This design comes from an exercise in tuning for small area, a short achievable clock period and few clock cycles on the open sky130 flow, not from production work.
In this exercise RTL edits were held to simulation tests only and were not proved equivalent to the original.
No activity file was given, so power comes from the tool's default toggle rates.

==> flow/design.v <==
`default_nettype none
package bp_pkg;
    localparam int PHT_SIZE    = 128;
    localparam int PHT_INDEX_W = $clog2(PHT_SIZE);
    localparam int PC_W = 32;
    localparam int CTR_W = 2;
    localparam logic [CTR_W-1:0] CTR_INIT = 2'd1;
    localparam int STAT_W = 16;
    typedef enum logic [6:0] {
        kind_br   = 7'b1100011,
        kind_jal  = 7'b1101111,
        kind_jalr = 7'b1100111
    } br_kind_t;
    typedef enum logic [1:0] {
        st_idle   = 2'd0,
        st_lookup = 2'd1,
        st_read   = 2'd2,
        st_ack    = 2'd3
    } hs_state_t;
endpackage
`default_nettype wire
`timescale 1ns/1ps
`default_nettype none
import bp_pkg::*;
module bp_index_stage (
    input  logic                           clk,
    input  logic                           rst,
    input  logic                           pred_req,
    input  logic [bp_pkg::PC_W-1:0]        pred_pc,
    input  logic [bp_pkg::PHT_INDEX_W-1:0] ghr,
    input  logic [bp_pkg::PHT_SIZE-1:0]    tk_bits,
    output logic                           pred_ack,
    output logic                           pred_taken,
    output logic [bp_pkg::PHT_INDEX_W-1:0] pred_index
);
    localparam int HALF = PHT_SIZE / 2;
    logic                   req_q;
    logic [PHT_INDEX_W-1:0] index;
    logic [1:0]             cand;
    assign index = pred_pc[PHT_INDEX_W+1:2] ^ ghr;
    always_ff @(posedge clk) begin
        if (rst) begin
            req_q <= 1'b0;
        end else begin
            req_q <= pred_req;
        end
    end
    assign pred_ack = pred_req & req_q;
    always_ff @(posedge clk) begin
        pred_index <= index;
        cand[0]    <= tk_bits[{1'b0, index[PHT_INDEX_W-2:0]}];
        cand[1]    <= tk_bits[{1'b1, index[PHT_INDEX_W-2:0]}];
    end
    assign pred_taken = pred_index[PHT_INDEX_W-1] ? cand[1] : cand[0];
endmodule
`default_nettype wire
`timescale 1ns/1ps
`default_nettype none
import bp_pkg::*;
module pht_table (
    input  logic                           clk,
    input  logic                           rst,
    input  logic [bp_pkg::PHT_INDEX_W-1:0] res_index,
    input  logic                           upd_en,
    input  logic [bp_pkg::PHT_INDEX_W-1:0] upd_index,
    input  logic                           upd_taken,
    output logic [bp_pkg::PHT_SIZE-1:0]    tk_bits
);
    localparam int HALF = PHT_SIZE / 2;
    logic [CTR_W-1:0] ctrs [PHT_SIZE];
    logic [CTR_W-1:0] cand_lo;
    logic [CTR_W-1:0] cand_hi;
    logic [CTR_W-1:0] old;
    logic [CTR_W-1:0] wdata;
    logic [7:0]       we_hi;
    logic [15:0]      we_lo;
    always_comb begin
        for (int i = 0; i < PHT_SIZE; i++) begin
            tk_bits[i] = ctrs[i][CTR_W-1];
        end
    end
    always_ff @(posedge clk) begin
        cand_lo <= ctrs[{1'b0, res_index[PHT_INDEX_W-2:0]}];
        cand_hi <= ctrs[{1'b1, res_index[PHT_INDEX_W-2:0]}];
    end
    assign old = upd_index[PHT_INDEX_W-1] ? cand_hi : cand_lo;
    assign wdata[1] = ~rst & ((old[1] & old[0]) | (upd_taken & (old[1] | old[0])));
    assign wdata[0] =  rst | ((old[1] & ~old[0]) | (upd_taken & (old[1] | ~old[0])));
    always_comb begin
        for (int j = 0; j < 8; j++) begin
            we_hi[j] = rst | (upd_en & (upd_index[6:4] == j[2:0]));
        end
        for (int k = 0; k < 16; k++) begin
            we_lo[k] = rst | (upd_index[3:0] == k[3:0]);
        end
    end
    always_ff @(posedge clk) begin
        for (int i = 0; i < PHT_SIZE; i++) begin
            if (we_hi[i/16] & we_lo[i%16]) begin
                ctrs[i] <= wdata;
            end
        end
    end
endmodule
`default_nettype wire
`timescale 1ns/1ps
`default_nettype none
import bp_pkg::*;
module bp_resolve_stage (
    input  logic                           clk,
    input  logic                           rst,
    input  logic                           res_req,
    input  bp_pkg::br_kind_t               res_kind,
    input  logic [bp_pkg::PHT_INDEX_W-1:0] res_index,
    input  logic                           res_taken,
    output logic                           res_ack,
    output logic [bp_pkg::PHT_INDEX_W-1:0] ghr,
    output logic                           upd_en,
    output logic [bp_pkg::PHT_INDEX_W-1:0] upd_index,
    output logic                           upd_taken,
    output logic                           stat_en,
    output logic                           is_br,
    output logic                           is_jal,
    output logic                           is_jalr
);
    logic rdy;
    logic req_q;
    always_ff @(posedge clk) begin
        if (rst) begin
            rdy   <= 1'b0;
            req_q <= 1'b0;
        end else begin
            rdy   <= 1'b1;
            req_q <= res_req;
        end
    end
    assign res_ack = res_req & rdy;
    assign is_br   = (res_kind == kind_br);
    assign is_jal  = (res_kind == kind_jal);
    assign is_jalr = (res_kind == kind_jalr);
    assign stat_en = res_req & ~req_q;
    always_ff @(posedge clk) begin
        if (rst) begin
            upd_en <= 1'b0;
        end else begin
            upd_en <= stat_en & is_br;
        end
        upd_index <= res_index;
        upd_taken <= res_taken;
    end
    always_ff @(posedge clk) begin
        if (rst) begin
            ghr <= '0;
        end else if (upd_en) begin
            ghr <= {ghr[PHT_INDEX_W-2:0], upd_taken};
        end
    end
endmodule
`default_nettype wire
`timescale 1ns/1ps
`default_nettype none
import bp_pkg::*;
module mispredict_stats (
    input  logic                      clk,
    input  logic                      rst,
    input  logic                      stat_en,
    input  logic                      is_br,
    input  logic                      is_jal,
    input  logic                      is_jalr,
    input  logic                      stat_miss,
    output logic [bp_pkg::STAT_W-1:0] br_total,
    output logic [bp_pkg::STAT_W-1:0] br_missed,
    output logic [bp_pkg::STAT_W-1:0] jal_total,
    output logic [bp_pkg::STAT_W-1:0] jal_missed,
    output logic [bp_pkg::STAT_W-1:0] jalr_total,
    output logic [bp_pkg::STAT_W-1:0] jalr_missed
);
    logic [5:0]        inc;
    logic [STAT_W-1:0] cnt  [6];
    logic [STAT_W-1:0] carry [6];
    assign inc[0] = stat_en & is_br;
    assign inc[1] = stat_en & is_br & stat_miss;
    assign inc[2] = stat_en & is_jal;
    assign inc[3] = stat_en & is_jal & stat_miss;
    assign inc[4] = stat_en & is_jalr;
    assign inc[5] = stat_en & is_jalr & stat_miss;
    always_comb begin
        for (int c = 0; c < 6; c++) begin
            carry[c][0] = 1'b1;
            for (int i = 1; i < STAT_W; i++) begin
                carry[c][i] = carry[c][i-1] & cnt[c][i-1];
            end
        end
    end
    always_ff @(posedge clk) begin
        for (int c = 0; c < 6; c++) begin
            cnt[c] <= {STAT_W{~rst}} & (cnt[c] ^ ({STAT_W{inc[c]}} & carry[c]));
        end
    end
    assign br_total    = cnt[0];
    assign br_missed   = cnt[1];
    assign jal_total   = cnt[2];
    assign jal_missed  = cnt[3];
    assign jalr_total  = cnt[4];
    assign jalr_missed = cnt[5];
endmodule
`default_nettype wire
`timescale 1ns/1ps
`default_nettype none
import bp_pkg::*;
module bp_unit (
    input  logic                           clk,
    input  logic                           rst,
    input  logic                           pred_req,
    input  logic [bp_pkg::PC_W-1:0]        pred_pc,
    output logic                           pred_ack,
    output logic                           pred_taken,
    output logic [bp_pkg::PHT_INDEX_W-1:0] pred_index,
    input  logic                           res_req,
    input  bp_pkg::br_kind_t               res_kind,
    input  logic [bp_pkg::PHT_INDEX_W-1:0] res_index,
    input  logic                           res_taken,
    input  logic                           res_mispred,
    output logic                           res_ack,
    output logic [bp_pkg::STAT_W-1:0]      br_total,
    output logic [bp_pkg::STAT_W-1:0]      br_missed,
    output logic [bp_pkg::STAT_W-1:0]      jal_total,
    output logic [bp_pkg::STAT_W-1:0]      jal_missed,
    output logic [bp_pkg::STAT_W-1:0]      jalr_total,
    output logic [bp_pkg::STAT_W-1:0]      jalr_missed
);
    logic [PHT_INDEX_W-1:0] ghr;
    logic                   upd_en;
    logic [PHT_INDEX_W-1:0] upd_index;
    logic                   upd_taken;
    logic                   stat_en;
    logic                   is_br;
    logic                   is_jal;
    logic                   is_jalr;
    logic [PHT_SIZE-1:0]    tk_bits;
    bp_index_stage index_stage (
        .clk          (clk),
        .rst          (rst),
        .pred_req     (pred_req),
        .pred_pc      (pred_pc),
        .ghr          (ghr),
        .tk_bits      (tk_bits),
        .pred_ack     (pred_ack),
        .pred_taken   (pred_taken),
        .pred_index   (pred_index)
    );
    pht_table pht (
        .clk          (clk),
        .rst          (rst),
        .res_index    (res_index),
        .upd_en       (upd_en),
        .upd_index    (upd_index),
        .upd_taken    (upd_taken),
        .tk_bits      (tk_bits)
    );
    bp_resolve_stage resolve_stage (
        .clk          (clk),
        .rst          (rst),
        .res_req      (res_req),
        .res_kind     (res_kind),
        .res_index    (res_index),
        .res_taken    (res_taken),
        .res_ack      (res_ack),
        .ghr          (ghr),
        .upd_en       (upd_en),
        .upd_index    (upd_index),
        .upd_taken    (upd_taken),
        .stat_en      (stat_en),
        .is_br        (is_br),
        .is_jal       (is_jal),
        .is_jalr      (is_jalr)
    );
    mispredict_stats stats (
        .clk          (clk),
        .rst          (rst),
        .stat_en      (stat_en),
        .is_br        (is_br),
        .is_jal       (is_jal),
        .is_jalr      (is_jalr),
        .stat_miss    (res_mispred),
        .br_total     (br_total),
        .br_missed    (br_missed),
        .jal_total    (jal_total),
        .jal_missed   (jal_missed),
        .jalr_total   (jalr_total),
        .jalr_missed  (jalr_missed)
    );
endmodule
`default_nettype wire
clock: 5.0 ns
lec_check: 0
abc_clock_period_in_ps: 2500
cap_margin: 20
core_margin: 2
core_utilization: 40
cts_buf_list: sky130_fd_sc_hd__clkbuf_16
cts_cluster_diameter: 80
cts_cluster_size: 22
setup_slack_margin: 2.6
slew_margin: 20
run.sh (not shown) runs the stock make flow with config.mk's settings and CLKGATE_MAP_FILE= SYNTH_SCRIPT=/design/flow/synth_recipe.tcl, a recipe that flattens the netlist after the stock synthesis.
Testbench counts at the start, summed over its fixed seeds: cycles 60,000.
Then changed:
CTS_BUF_LIST = default   (was sky130_fd_sc_hd__clkbuf_16)
CTS_CLUSTER_DIAMETER = default   (was 80)
CTS_CLUSTER_SIZE = default   (was 22)
SETUP_SLACK_MARGIN = default   (was 2.6)
Clock skew increases by 5.9 ps.
Synthesized cell count is unchanged.
Final cell count decreases by 1.3%.
Total power increases by 11%.
Utilization decreases by 1.4 points.
Final area decreases by 2.9%.
Setup slack loses 980 ps.
Via count decreases by 4.0%.
Global-route usage decreases by 0.97 points.
Clock-buffer cell count increases by 27.
Routed wire length decreases by 6.7%.
Then changed:
CTS_BUF_LIST = sky130_fd_sc_hd__clkbuf_8   (was default)
CTS_CLUSTER_SIZE = 30   (was default)
SETUP_SLACK_MARGIN = 2.6   (was default)
=> Area after synthesis stays the same; global-route usage goes up by 1.4 points; worst hold slack improves by 25 ps; routed wire length goes up by 6.3%; cell area goes up by about 4%; die area is unchanged; power goes down by 0.76%; clock-buffer cell count goes up by 28.
Then changed:
CTS_BUF_LIST = default   (was sky130_fd_sc_hd__clkbuf_8)
CTS_CLUSTER_SIZE = default   (was 30)
What happened:
- The new run passed the timing, DRC and antenna checks
- hold slack loses 13 ps
- via count hardly moves
- power is higher by 4.2%
- clock power rose by 9.3%
- setup slack gets worse by 70 ps
- final cell count is lower by 1.5%
- wire length rose by 2.0%
- count of clock-buffer cells in the layout goes down by 17
- synthesized cell count stays the same

north:
bp_unit, a different RTL version from the one above (not shown whole).
Size in the first run: about 1300 cells after synthesis, about 390 flip-flops, ~16000 um^2 of cells after synthesis.
// bp_unit
module bp_unit (
    input  logic                           clk,
    input  logic                           rst,
    input  logic                           pred_req,
    input  logic [bp_pkg::PC_W-1:0]        pred_pc,
    output logic                           pred_ack,
    output logic                           pred_taken,
    output logic [bp_pkg::PHT_INDEX_W-1:0] pred_index,
    input  logic                           res_req,
    input  bp_pkg::br_kind_t               res_kind,
    input  logic [bp_pkg::PHT_INDEX_W-1:0] res_index,
    input  logic                           res_taken,
    input  logic                           res_mispred,
    output logic                           res_ack,
    output logic [bp_pkg::STAT_W-1:0]      br_total,
    output logic [bp_pkg::STAT_W-1:0]      br_missed,
    output logic [bp_pkg::STAT_W-1:0]      jal_total,
    output logic [bp_pkg::STAT_W-1:0]      jal_missed,
    output logic [bp_pkg::STAT_W-1:0]      jalr_total,
    output logic [bp_pkg::STAT_W-1:0]      jalr_missed
);
==> flow/config.mk <==
export PLATFORM = sky130hd
export DESIGN_NAME = bp_unit
export DESIGN_NICKNAME = bp_unit
export VERILOG_FILES = /design/flow/design.v
export SDC_FILE = /design/flow/constraint.sdc
export NUM_CORES = 4
export LEC_CHECK = 0
export ABC_CLOCK_PERIOD_IN_PS = 2500
export CAP_MARGIN = 20
export CORE_MARGIN = 2
export CORE_UTILIZATION = 40
export CTS_BUF_LIST = sky130_fd_sc_hd__clkbuf_8
export CTS_CLUSTER_SIZE = 30
export SETUP_SLACK_MARGIN = 2.75
export SLEW_MARGIN = 20
==> flow/constraint.sdc <==
create_clock -name core_clock -period 5.0 [get_ports {clk}]
set_input_delay 1.0000 -clock core_clock [delete_from_list [all_inputs] [get_ports {clk}]]
set_output_delay 1.0000 -clock core_clock [all_outputs]
set_load 0.01 [all_outputs]
standard.sh (not shown) runs the stock make flow with config.mk's settings and CLKGATE_MAP_FILE= SYNTH_SCRIPT=/design/flow/synth_recipe.tcl, a recipe that flattens the netlist after the stock synthesis.
==> flow/flow/run.sh <==
#!/bin/bash
# The standard layout (standard.sh) with two changes: plain buf_2 cells as
# the port buffers instead of the delay cells buffer_ports picks by default,
# and clock tree leaf clusters sized by a looser max-cap derate, so fewer
# leaf buffers drive the registers, with no dummy loads.
set -euo pipefail
export BUFFER_PORTS_ARGS="-buffer_cell sky130_fd_sc_hd__buf_2"
export CTS_ARGS="-sink_clustering_enable -repair_clock_nets -sink_clustering_size 16 -sink_clustering_max_diameter 60 -buf_list sky130_fd_sc_hd__clkbuf_8 -sink_buffer_max_cap_derate 0.5 -dont_use_dummy_load"
bash standard.sh > standard.log 2>&1
Testbench counts of north, summed over its fixed seeds: cycles 60,000.
Changes in south relative to north:
- SETUP_SLACK_MARGIN: 2.75 -> 2.9
==> flow/flow/run.sh <==
#!/bin/bash
# The standard layout (standard.sh), with plain buf_2 cells as the port
# buffers instead of the delay cells buffer_ports picks by default.
set -euo pipefail
export BUFFER_PORTS_ARGS="-buffer_cell sky130_fd_sc_hd__buf_2"
bash standard.sh > standard.log 2>&1
### Flow results
north → south: die footprint was more or less identical, number of tap cells added at floorplan essentially unchanged, worst supply voltage drop on vdd grew by 0.026 mV.
Wire length of the first global-routing pass, south and north: higher on south
### south -> east
- CORE_UTILIZATION changed from 40 to 55
- SETUP_SLACK_MARGIN changed from 2.9 to 2.6
==> comparison <==
- | clock buffer count in the final layout | east vs south | 2 lower |
- Summary: with south as the reference, non-clock buffer total of the final layout in east moved down by more than half.
- No run among east and south stopped early or left any final violation; all are clean.
- Between south and east, post-placement setup slack decreased.
- Comparing east and south, the higher worst voltage drop across the vdd grid is on east.
- Between east and south, it is east whose depth of the most critical reg-to-reg path is higher, by 1.
- Overall routed net length, east vs south: down by more than 10%
Setup changes, east to west
- SETUP_SLACK_MARGIN changed from 2.6 to 2.7
- CORE_UTILIZATION changed from 55 to 40
==> flow/flow/run.sh <==
#!/bin/bash
# The standard layout (standard.sh) with two changes: plain buf_2 cells as
# the port buffers instead of the delay cells buffer_ports picks by default,
# and clock tree leaf clusters sized by a looser max-cap derate, so fewer
# leaf buffers drive the registers, with no dummy loads.
set -euo pipefail
export BUFFER_PORTS_ARGS="-buffer_cell sky130_fd_sc_hd__buf_2"
export CTS_ARGS="-sink_clustering_enable -repair_clock_nets -sink_clustering_size 18 -sink_clustering_max_diameter 62 -buf_list sky130_fd_sc_hd__clkbuf_8 -sink_buffer_max_cap_derate 0.58 -dont_use_dummy_load"
bash standard.sh > standard.log 2>&1
Notes after the runs:
Weighted congestion at the end of routability-driven global placement grows slightly when moving from east to west. Going from east to west, area of the core region grew by more than a quarter. east → west: number of global-route vias before repair now sits lower, actual transition at the worst max-transition pin now sits at about the same level, multi-input gate area in the final layout now sits higher, number of H-tree branching levels now sits lower.
Input changes introduced in middle (baseline for comparison: west):
==> flow/flow/run.sh <==
#!/bin/bash
# The standard layout (standard.sh), with plain buf_1 cells as the port
# buffers instead of the delay cells buffer_ports picks by default.
set -euo pipefail
export BUFFER_PORTS_ARGS="-buffer_cell sky130_fd_sc_hd__buf_1"
bash standard.sh > standard.log 2>&1
--- outcome ---
middle -> west: count of inverters not on the clock network in the layout delta 0, exact match
Total power: middle vs west up about 20%
middle against west: clock edge transition at the registers on the reported setup and hold paths went down 0.04 ns, global-route usage went up 0.29 points.
[compare] base=west new=middle: combined area of the multi-input logic cells was more or less identical, clock tree buffer count of the final layout increased 43, relative area change from synthesis to final layout climbed 4.8 points.

[separate check: timing with driven ports]
How much do the figures lean on ideal ports? The routed layouts below were timed once more, with nothing changed but the port constraints. Step 1: set_driving_cell puts a clkbuf_16 on clk and a buf_2 on each other input, an assumption about the parent block. Step 2 adds t to the input delays and takes it off the output delays; t is the mean of the earliest and latest rising clock arrival at the registers after step 1. Input paths then give back, and output paths get back, about the clock's delay inside the block. Three values: no drivers, after step 1, after step 2; two values: the first two.
| run | t, ns | slack for setup (ns) | worst setup path at the end | clock arrival spread, ns |
|---|---|---|---|---|
| the first run of note 1 | 0.631 | 2.454 / 2.393 / 1.762 | input to register | 0.022 / 0.023 |
| the second run of note 1 | 0.631 | 1.471 / 1.506 / 0.876 | input to register | 0.026 / 0.025 |
| the third run of note 1 | 0.693 | 2.565 / 2.503 / 1.810 | input to register | 0.032 / 0.032 |
| the fourth run of note 1 | 0.633 | 2.495 / 2.432 / 1.800 | input to register | 0.025 / 0.025 |
| north | 0.603 | 2.661 / 2.622 / 2.128 | input to register | 0.051 / 0.051 |
| south | 0.654 | 2.636 / 2.624 / 2.003 | input to register | 0.045 / 0.046 |
| east | 0.623 | 2.477 / 2.460 / 1.838 | input to register | 0.033 / 0.033 |
| west | 0.670 | 2.670 / 2.625 / 2.035 | input to register | 0.089 / 0.089 |
| middle | 0.673 | 2.654 / 2.622 / 1.963 | input to register | 0.033 / 0.033 |
After both steps every run listed still meets setup and hold. The setup slack of the third run of note 1, which loses most, moves by -0.062 ns with the drivers and by -0.755 ns with both steps.
